Source: an optimization exercise on an open RTL-to-GDS flow (aim: small area). Production flows keep margins and buffers that such runs may drop. In this exercise RTL edits were held to simulation tests only and were not proved equivalent to the original. Power and IR drop assume default switching activity.

**flow/config.mk**
```make
export PLATFORM = sky130hd
export DESIGN_NAME = io_memory_bridge
export DESIGN_NICKNAME = io_memory_bridge
export VERILOG_FILES = /design/flow/design.v
export SDC_FILE = /design/flow/constraint.sdc
export NUM_CORES = 4
export LEC_CHECK = 0
export CAP_MARGIN = 20
export CORE_MARGIN = 2
export CORE_UTILIZATION = 40
export SLEW_MARGIN = 20
```
**flow/constraint.sdc**
```tcl
create_clock -name core_clock -period 7.5 [get_ports {clock}]
set_input_delay 1.5000 -clock core_clock [delete_from_list [all_inputs] [get_ports {clock}]]
set_output_delay 1.5000 -clock core_clock [all_outputs]
set_load 0.01 [all_outputs]
```
**flow/design.v**
```verilog
package iomem_pkg;
    localparam int ADDR_W = 32;
    localparam int DATA_W = 32;
    localparam int HALF_W = 16;
    localparam int NUM_BANKS = 5;
    localparam logic [ADDR_W-1:0] HDR_LEN_BYTES     = 32'd24;
    localparam logic [ADDR_W-1:0] HDR_LEN_MEMID_ADR = 32'd16;
    localparam logic [ADDR_W-1:0] HDR_N_TOTAL_ADR   = 32'd20;
    localparam logic [HALF_W-1:0] GLOBAL_MEM_ID = 16'h0400;
    localparam logic [ADDR_W-1:0] GLOBAL_BIAS = 32'd10;
    localparam logic [ADDR_W-1:0] LOCAL_BIAS  = 32'd26;
    localparam logic [ADDR_W-1:0] TX_PTR_WORD = 32'h0000_0011;
    localparam logic [ADDR_W-1:0] TX_LEN_WORD = 32'h0000_0010;
    localparam int CTRL_ACK_WAIT  = 2;
    localparam int TX_META_CYCLES = 5;
    typedef struct packed {
        logic [ADDR_W-1:0] adr;
        logic [DATA_W-1:0] dat;
        logic              we;
        logic              stb;
    } wb_req_t;
    typedef struct packed {
        logic [ADDR_W-1:0]    addr;
        logic [DATA_W-1:0]    data;
        logic [NUM_BANKS-1:0] we;
        logic                 gl_en;
    } mem_req_t;
    typedef struct packed {
        logic [HALF_W-1:0] length;
        logic [HALF_W-1:0] mem_id;
        logic [HALF_W-1:0] n;
        logic [HALF_W-1:0] total;
    } rx_header_t;
endpackage
`timescale 1ns/1ns
module rx_write_translator #(
    parameter int WRITE_WAIT = 3
) (
    input  logic                          clock,
    input  logic                          reset,
    input  iomem_pkg::wb_req_t            req_i,
    input  logic                          sel_i,
    output iomem_pkg::mem_req_t           mem_o,
    output logic                          ack_o,
    output logic [iomem_pkg::HALF_W-1:0]  total_packets_o
);
    localparam int CNT_W = (WRITE_WAIT > 0) ? $clog2(WRITE_WAIT + 1) : 1;
    localparam logic [CNT_W-1:0] WAIT_LAST = CNT_W'(WRITE_WAIT);
    iomem_pkg::rx_header_t           hdr;
    logic [iomem_pkg::ADDR_W-1:0]    addr_offset;
    logic [CNT_W-1:0]     wait_cnt;
    logic                 hdr_write;
    logic                 data_write;
    logic [iomem_pkg::ADDR_W-1:0]    word_idx;
    logic [iomem_pkg::ADDR_W-1:0]    bias;
    logic [iomem_pkg::NUM_BANKS-1:0] bank_we;
    assign hdr_write  = sel_i && (req_i.adr < iomem_pkg::HDR_LEN_BYTES);
    assign data_write = sel_i && (req_i.adr >= iomem_pkg::HDR_LEN_BYTES);
    always_ff @(posedge clock or posedge reset) begin
        if (reset) begin
            hdr         <= '0;
            addr_offset <= '0;
        end else if (hdr_write) begin
            if (req_i.adr == iomem_pkg::HDR_LEN_MEMID_ADR) begin
                hdr.length <= req_i.dat[31:16];
                hdr.mem_id <= req_i.dat[15:0];
            end else if (req_i.adr == iomem_pkg::HDR_N_TOTAL_ADR) begin
                hdr.n     <= req_i.dat[31:16];
                hdr.total <= req_i.dat[15:0];
                addr_offset <= iomem_pkg::ADDR_W'(req_i.dat[31:16]) * iomem_pkg::ADDR_W'(hdr.length >> 2);
            end
        end
    end
    always_ff @(posedge clock or posedge reset) begin
        if (reset) begin
            wait_cnt <= '0;
        end else if (!sel_i) begin
            wait_cnt <= '0;
        end else if (wait_cnt < WAIT_LAST) begin
            wait_cnt <= wait_cnt + 1'b1;
        end
    end
    always_comb begin
        case (hdr.mem_id)
            16'h0000, 16'h0001: bank_we = 5'b00001;
            16'h0100, 16'h0101: bank_we = 5'b00010;
            16'h0200, 16'h0201: bank_we = 5'b00100;
            16'h0300, 16'h0301: bank_we = 5'b01000;
            iomem_pkg::GLOBAL_MEM_ID:      bank_we = 5'b10000;
            default:            bank_we = 5'b00000;
        endcase
    end
    assign word_idx = {10'd0, req_i.adr[23:2]};
    assign bias     = (hdr.mem_id == iomem_pkg::GLOBAL_MEM_ID) ? iomem_pkg::GLOBAL_BIAS : iomem_pkg::LOCAL_BIAS;
    always_comb begin
        mem_o = '0;
        if (data_write) begin
            mem_o.addr = word_idx + addr_offset + bias;
            mem_o.data = req_i.dat;
            mem_o.we   = bank_we;
        end
    end
    assign ack_o = hdr_write || (data_write && (wait_cnt >= WAIT_LAST));
    assign total_packets_o = hdr.total;
endmodule
`timescale 1ns/1ns
module tx_global_reader #(
    parameter int TX_META_CYCLES = iomem_pkg::TX_META_CYCLES
) (
    input  logic                          clock,
    input  logic                          reset,
    input  iomem_pkg::wb_req_t            req_i,
    input  logic                          sel_i,
    output iomem_pkg::mem_req_t           mem_o,
    input  logic [iomem_pkg::DATA_W-1:0]  mem_rdata_i,
    output logic [iomem_pkg::DATA_W-1:0]  rdata_o,
    output logic                          ack_o,
    output logic [iomem_pkg::HALF_W-1:0]  tx_len_o
);
    localparam int CNT_W = $clog2(TX_META_CYCLES + 2);
    localparam logic [CNT_W-1:0] PTR_LAST = CNT_W'(TX_META_CYCLES - 2);
    localparam logic [CNT_W-1:0] LEN_CYC  = CNT_W'(TX_META_CYCLES - 1);
    localparam logic [CNT_W-1:0] DATA_CYC = CNT_W'(TX_META_CYCLES);
    localparam logic [CNT_W-1:0] CNT_MAX  = CNT_W'(TX_META_CYCLES + 1);
    logic [CNT_W-1:0]  cyc_cnt;
    logic [iomem_pkg::DATA_W-1:0] tx_ptr;
    logic [iomem_pkg::HALF_W-1:0] tx_len;
    logic              data_ready;
    logic [iomem_pkg::ADDR_W-1:0] word_idx;
    logic              in_range;
    assign word_idx = {5'd0, req_i.adr[28:2]};
    assign in_range = word_idx < {16'd0, tx_len};
    always_ff @(posedge clock or posedge reset) begin
        if (reset) begin
            cyc_cnt    <= '0;
            data_ready <= 1'b0;
        end else if (!sel_i) begin
            cyc_cnt    <= '0;
            data_ready <= 1'b0;
        end else begin
            if (cyc_cnt < CNT_MAX) begin
                cyc_cnt <= cyc_cnt + 1'b1;
            end
            if (cyc_cnt == DATA_CYC) begin
                data_ready <= 1'b1;
            end
        end
    end
    always_ff @(posedge clock) begin
        if (sel_i && (cyc_cnt == PTR_LAST)) begin
            tx_ptr <= mem_rdata_i;
        end
    end
    always_ff @(posedge clock or posedge reset) begin
        if (reset) begin
            tx_len <= '0;
        end else if (sel_i && (cyc_cnt == DATA_CYC)) begin
            tx_len <= mem_rdata_i[iomem_pkg::HALF_W-1:0];
        end
    end
    always_comb begin
        mem_o = '0;
        if (sel_i) begin
            mem_o.gl_en = 1'b1;
            if (cyc_cnt <= PTR_LAST) begin
                mem_o.addr = iomem_pkg::TX_PTR_WORD;
            end else if (cyc_cnt == LEN_CYC) begin
                mem_o.addr = iomem_pkg::TX_LEN_WORD;
            end else begin
                mem_o.addr = tx_ptr + word_idx;
            end
        end
    end
    assign rdata_o = (sel_i && data_ready && in_range) ? mem_rdata_i : '0;
    assign ack_o    = sel_i && data_ready;
    assign tx_len_o = tx_len;
endmodule
`timescale 1ns/1ns
module ctrl_packet_rom #(
    parameter int CTRL_ACK_WAIT = iomem_pkg::CTRL_ACK_WAIT
) (
    input  logic                          clock,
    input  logic                          reset,
    input  iomem_pkg::wb_req_t            req_i,
    input  logic                          sel_i,
    input  logic                          is_arq_i,
    input  logic [iomem_pkg::HALF_W-1:0]  arq_n_i,
    output logic [iomem_pkg::DATA_W-1:0]  rdata_o,
    output logic                          ack_o
);
    localparam int CNT_W = (CTRL_ACK_WAIT > 0) ? $clog2(CTRL_ACK_WAIT + 1) : 1;
    localparam logic [CNT_W-1:0] WAIT_LAST = CNT_W'(CTRL_ACK_WAIT);
    localparam logic [iomem_pkg::DATA_W-1:0] WORD_HOST = 32'h484f_5354;
    localparam logic [iomem_pkg::DATA_W-1:0] WORD_PCPU = 32'h5043_5055;
    localparam logic [iomem_pkg::DATA_W-1:0] WORD_RISC = 32'h5249_5343;
    localparam logic [iomem_pkg::DATA_W-1:0] WORD_FILL = 32'hfafa_fafa;
    logic [CNT_W-1:0]  wait_cnt;
    logic [21:0]       word_idx;
    assign word_idx = req_i.adr[23:2];
    always_ff @(posedge clock or posedge reset) begin
        if (reset) begin
            wait_cnt <= '0;
        end else if (!sel_i) begin
            wait_cnt <= '0;
        end else if (wait_cnt < WAIT_LAST) begin
            wait_cnt <= wait_cnt + 1'b1;
        end
    end
    always_comb begin
        case (word_idx)
            22'd0:   rdata_o = WORD_HOST;
            22'd1:   rdata_o = WORD_PCPU;
            22'd2:   rdata_o = WORD_RISC;
            22'd3:   rdata_o = '0;
            22'd4:   rdata_o = {16'd64, 16'd0};
            22'd5:   rdata_o = {16'd0, 16'd1};
            22'd6:   rdata_o = is_arq_i ? {arq_n_i, 16'hfafa} : 32'h00fa_fafa;
            default: rdata_o = WORD_FILL;
        endcase
    end
    assign ack_o = sel_i && (wait_cnt >= WAIT_LAST);
endmodule
`timescale 1ns/1ns
module io_memory_bridge #(
    parameter int WRITE_WAIT     = 3,
    parameter int TX_META_CYCLES = iomem_pkg::TX_META_CYCLES,
    parameter int CTRL_ACK_WAIT  = iomem_pkg::CTRL_ACK_WAIT
) (
    input  logic                             clock,
    input  logic                             reset,
    input  logic [iomem_pkg::ADDR_W-1:0]     wb_adr_i,
    input  logic [3:0]                       wb_sel_i,
    input  logic                             wb_we_i,
    input  logic                             wb_cyc_i,
    input  logic                             wb_stb_i,
    input  logic [iomem_pkg::DATA_W-1:0]     wb_dat_i,
    output logic                             wb_ack_o,
    output logic [iomem_pkg::DATA_W-1:0]     wb_dat_o,
    output logic [iomem_pkg::ADDR_W-1:0]     mem_addr_o,
    output logic [iomem_pkg::DATA_W-1:0]     mem_data_o,
    output logic [iomem_pkg::NUM_BANKS-1:0]  mem_we_o,
    output logic                             mem_gl_en_o,
    input  logic [iomem_pkg::DATA_W-1:0]     mem_rdata_i,
    input  logic [iomem_pkg::HALF_W-1:0]     arq_n_i,
    output logic [iomem_pkg::HALF_W-1:0]     tx_len_o,
    output logic [iomem_pkg::HALF_W-1:0]     total_packets_o
);
    iomem_pkg::wb_req_t           wb_req;
    iomem_pkg::mem_req_t          rx_mem;
    iomem_pkg::mem_req_t          gl_mem;
    iomem_pkg::mem_req_t          mem_req;
    logic [iomem_pkg::DATA_W-1:0] lane_mask;
    logic              rx_sel;
    logic              gl_sel;
    logic              ctrl_sel;
    logic              rx_ack;
    logic              gl_ack;
    logic              ctrl_ack;
    logic [iomem_pkg::DATA_W-1:0] gl_rdata;
    logic [iomem_pkg::DATA_W-1:0] ctrl_rdata;
    assign lane_mask = {{8{wb_sel_i[3]}}, {8{wb_sel_i[2]}},
                        {8{wb_sel_i[1]}}, {8{wb_sel_i[0]}}};
    assign wb_req.adr = wb_adr_i;
    assign wb_req.dat = wb_dat_i & lane_mask;
    assign wb_req.we  = wb_we_i;
    assign wb_req.stb = wb_cyc_i & wb_stb_i;
    assign rx_sel   = wb_req.stb && wb_req.we;
    assign gl_sel   = wb_req.stb && !wb_req.we && wb_req.adr[29];
    assign ctrl_sel = wb_req.stb && !wb_req.we && !wb_req.adr[29] &&
                      (wb_req.adr[31] || wb_req.adr[30]);
    rx_write_translator #(
        .WRITE_WAIT (WRITE_WAIT)
    ) u_rx_write_translator (
        .clock           (clock),
        .reset           (reset),
        .req_i           (wb_req),
        .sel_i           (rx_sel),
        .mem_o           (rx_mem),
        .ack_o           (rx_ack),
        .total_packets_o (total_packets_o)
    );
    tx_global_reader #(
        .TX_META_CYCLES (TX_META_CYCLES)
    ) u_tx_global_reader (
        .clock       (clock),
        .reset       (reset),
        .req_i       (wb_req),
        .sel_i       (gl_sel),
        .mem_o       (gl_mem),
        .mem_rdata_i (mem_rdata_i),
        .rdata_o     (gl_rdata),
        .ack_o       (gl_ack),
        .tx_len_o    (tx_len_o)
    );
    ctrl_packet_rom #(
        .CTRL_ACK_WAIT (CTRL_ACK_WAIT)
    ) u_ctrl_packet_rom (
        .clock    (clock),
        .reset    (reset),
        .req_i    (wb_req),
        .sel_i    (ctrl_sel),
        .is_arq_i (wb_req.adr[31]),
        .arq_n_i  (arq_n_i),
        .rdata_o  (ctrl_rdata),
        .ack_o    (ctrl_ack)
    );
    assign wb_ack_o = rx_ack | gl_ack | ctrl_ack;
    assign wb_dat_o = gl_sel ? gl_rdata : (ctrl_sel ? ctrl_rdata : '0);
    assign mem_req = rx_sel ? rx_mem : (gl_sel ? gl_mem : '0);
    assign mem_addr_o  = mem_req.addr;
    assign mem_data_o  = mem_req.data;
    assign mem_we_o    = mem_req.we;
    assign mem_gl_en_o = mem_req.gl_en;
endmodule
```
**flow/run.sh**
```bash
#!/bin/bash
# synth_recipe.tcl (not shown) runs the flow's synth.tcl, then flattens the netlist and writes it again
# the make line also repeats each setting of config.mk as NAME=value (left out here)
make -C /OpenROAD-flow-scripts/flow DESIGN_CONFIG=/design/flow/config.mk WORK_HOME=/design/flow/orfs CLKGATE_MAP_FILE= SYNTH_SCRIPT=/design/flow/synth_recipe.tcl finish
```
==> results.sh <==
export IMPL_outcome="no timing/DRC/antenna violations"
export IMPL_track_usage_pct=25.8
export IMPL_post_route_period_util_pct=97.5
export IMPL_first_pass_iters=7
export IMPL_regToRegStartpoint="u_rx_write_translator.hdr[54]"
export IMPL_dpl_hpwl_um=46500
export IMPL_min_period_ps=7310
export IMPL_syn_area_per_cell_um2=8.62
export IMPL_cts_htree_levels=4
export IMPL_synth_top_area_cell="fa_1"
export IMPL_maxCapViolations=0
export IMPL_worstSetupStartpointType="input port"
export IMPL_yosysTopAreaCellShare_pct=20.0
export IMPL_cts_tree="yes"
export IMPL_clock_latency_ps=450
export IMPL_slew_viol_final=0
export IMPL_setup_viol=0
export IMPL_dp_slack_ps=-446
export IMPL_die_area_um2=43700
export IMPL_reg2reg_slack_ps=1100
export IMPL_async_reset_ff_share_pct=75.8
export IMPL_drc=0
export IMPL_fin_util_pct=50.9
export IMPL_drt_iter0_markers=931
export IMPL_arrival_ps=7650
export IMPL_grt_max_degree=61
export IMPL_hp_class="flip-flop to flip-flop"
export IMPL_num_io_pins=256
export IMPL_worstRegToRegCells=20
export IMPL_syn_nets=2425
export IMPL_cts_root_buf="clkbuf_16"
export IMPL_ys_seq_area_share_pct=20.6
export IMPL_crit_required_ps=7840
export IMPL_initial_utilization_pct=40.3
export IMPL_cts_buffers=17
export IMPL_grt_ovfl_total=0
export IMPL_nets=2714
export IMPL_cp_end_kind="flip-flop"
export IMPL_antenna_found_initial=0
export IMPL_ys_top_cells_by_area="fa_1, dfrtp_1, ha_1, nand2_1, edfxtp_1"
export IMPL_ir_worst_vdd_uv=140
export IMPL_grt_first_pass_wirelength_um=86900
export IMPL_port_buffers=255
export IMPL_rows=75
export IMPL_yosys_warnings=3
export IMPL_routed_via_count=15100
export IMPL_cp_startpoint="wb_dat_i[22]"
export IMPL_cts_sinks=132
export IMPL_leakagePower_nw=10.6
export IMPL_path_max_fanout=5
export IMPL_finClkSkew_ps=18.5
export IMPL_syn_to_final_growth_pct=26.3
export IMPL_crit_type="input port to flip-flop"
export IMPL_worst_pin_slew_ps=942
export IMPL_crit_end="u_rx_write_translator.addr_offset[28]"
export IMPL_synth_seq_cells=132
export IMPL_core_area_um2=41800
export IMPL_synth_area_um2=16800
export IMPL_synth_main_ff_cell="dfrtp_1"
export IMPL_routedWlPerCell_um=20.0
export IMPL_ant_nets=0
export IMPL_fmax_mhz=137
export IMPL_drive_gt1_share_pct=8.57
export IMPL_max_slew_margin_pct=37.2
export IMPL_clockBufferDepth=2
export IMPL_diodes=0
export IMPL_drt_wl_total_um=56000
export IMPL_setup_slack_ps=187
export IMPL_timing_rr_end="u_rx_write_translator.addr_offset[28]"
export IMPL_die_height_um=209
export IMPL_fillers=4021
export IMPL_clkTransAtPathRegs_ps=70
export IMPL_place_gp_congestion=0.924
export IMPL_synthCells=1951
export IMPL_dieWidth_um=209
export IMPL_viasPerCell=5.41
export IMPL_hold_violations=0
export IMPL_synth_edf_count=32
export IMPL_synthDistinctLibCells=71
export IMPL_power_density_nw_per_um2=91.4
export IMPL_grt_pass1_vias=14900
==> logic make-up (layout without fill, tap and decap cells) <==
family / after synthesis / count (layout) / share of synthesized area (%)
flops: 132 / 132 / 20.6
fa+ha+maj: 353 / 353 / 33.7
buf+inv: 335 / 637 / 7.97
simple gates: 632 / 632 / 17.8
compound gates: 411 / 411 / 15.3
xor+xnor: 81 / 81 / 4.22
mux: 7 / 7 / 0.454
==> worst min path at each step <==
stage / start / to / slack, ps / cells after the start
final: u_rx_write_translator.addr_offset[17] / u_rx_write_translator.addr_offset[17] / 470 / 2
after global placement: u_rx_write_translator.hdr[14] / u_rx_write_translator.hdr[14] / 460 / 2
after global routing: u_rx_write_translator.hdr[10] / u_rx_write_translator.hdr[10] / 510 / 2
after CTS: u_rx_write_translator.addr_offset[17] / u_rx_write_translator.addr_offset[17] / 480 / 2
after floorplan: u_rx_write_translator.addr_offset[17] / u_rx_write_translator.addr_offset[17] / 440 / 2
after detailed placement: u_rx_write_translator.addr_offset[17] / u_rx_write_translator.addr_offset[17] / 460 / 2
==> layout make-up <==
type	count	area, um2	area share (%)
tap	539	674	3.17
sequential	132	3460	16.3
clock inverter	9	90.1	0.424
timing repair buffer	376	3550	16.7
clock buffer	23	500	2.36
inverter	229	862	4.06
multi-input combinational	1484	12100	57.0
==> state kept, by name, summed over array words and instances, names as in the netlist <==
| register | count |
|---|---|
| u_tx_global_reader.tx_len | 16 |
| u_ctrl_packet_rom.wait_cnt | 2 |
| u_tx_global_reader.cyc_cnt | 3 |
| u_rx_write_translator.addr_offset | 30 |
| u_tx_global_reader.data_ready | 1 |
| u_tx_global_reader.tx_ptr | 32 |
| u_rx_write_translator.wait_cnt | 2 |
| u_rx_write_translator.hdr | 46 |
==> cells in the final DEF, fill, tap and decap left out, drive strengths merged, types with 9 or more instances in the layout <==
master,count
a211oi,14
a21o,50
a21oi,88
a22o,13
and2,22
and3,110
buf,120
clkbuf,24
clkdlybuf4s50,251
dfrtp,100
edfxtp,32
fa,168
ha,185
inv,232
nand2,306
nand2b,18
nand3,22
nand4,12
nor2,81
nor2b,9
nor3,16
nor4,9
o21a,12
o21ai,143
o21bai,11
o22ai,22
xnor2,49
xor2,32
==> through the flow <==
step           TNS [ps]  instance area (um2)  std cells  hold slack [ps]  total power [W]
2_1_floorplan         0                16800       1951              443         0.000898
3_5_place_dp      -3850                20500       2757              464          0.00109
4_1_cts               0                21100       2789              476          0.00195
6_report              0                21200       2792              467          0.00194
5_1_grt           -21.5                21200       2792              509          0.00201
3_3_place_gp      -3120                20500       2757              462          0.00109
==> synth_stat cells (18+ instances only) <==
| cell type | number |
|---|---|
| edfxtp_1 | 32 |
| and2_1 | 21 |
| a21oi_1 | 88 |
| fa_1 | 168 |
| inv_1 | 229 |
| o21ai_0 | 112 |
| nand3_1 | 22 |
| xnor2_1 | 49 |
| clkbuf_1 | 71 |
| nand2_1 | 306 |
| nor2_1 | 80 |
| ha_1 | 185 |
| o22ai_1 | 22 |
| xor2_1 | 32 |
| o21ai_1 | 31 |
| and3_1 | 110 |
| buf_4 | 19 |
| a21o_1 | 50 |
| dfrtp_1 | 100 |
| nand2b_1 | 18 |
==> critical path, cell delays in order <==
cell             delay, ps
clkdlybuf4s50_1        610
and2_4                 230
nand2_1                 80
fa_1                   600
fa_1                   440
fa_1                   500
inv_1                   60
fa_1                   510
fa_1                   540
inv_1                   50
fa_1                   520
inv_1                   50
ha_1                   310
nand3_1                130
o31ai_4                280
nand2_1                100
o311a_1                330
o211ai_1               260
a41oi_2                150
xnor2_1                150
mux2_2                 260
==> timing repair <==
item	4_1_cts	5_1_grt
resized for setup	0	29
hold buffers	0	0
endpoints found under the setup margin	0	20
setup buffers	0	1
==> power by group <==
| part | total [W] | switching [W] | leakage, nW | internal (W) |
|---|---|---|---|---|
| clock network | 0.000861 | 0.000353 | 0.293 | 0.000507 |
| registers | 0.000737 | 0.000000568 | 1.61 | 0.000737 |
| logic | 0.000345 | 0.000188 | 8.74 | 0.000158 |
| total | 0.00194 | 0.000542 | 10.6 | 0.00140 |
==> metal layers <==
metal  global-route usage, %  wire [um]  vias up
met5                       0          0        -
met4                    6.08        918        0
met3                    3.28       3100       50
met2                    42.2      26400      465
met1                    36.5      25600     7456
li1                        -          -     7146

-- what the ideal ports hide --
The flow's constraints put no driver on any port. The routed layout listed below was extracted and timed again, unchanged, in two steps. Step 1 sets driving cells, clkbuf_16 on the clock port and buf_2 on the other inputs (assumed; they add their load-dependent delay and slew). Step 2 times the ports against the registers' clock, not the clock port: input delays grow and output delays shrink by t, the midpoint of the rising clock arrivals with the driver on. Three values: ideal, step 1, step 2; two values: the first two.
t (ns): 0.490
setup slack, ns: 0.187 / 0.186 / -0.275
worst hold slack (ns): 0.467 / 0.467 / 0.467
worst data-port slew with drivers (ns): 0.08
With both steps, setup timing fails in this run, where it was met with ideal ports. For this run, drivers alone change the setup slack by -0.001 ns; drivers and shift together by -0.462 ns.
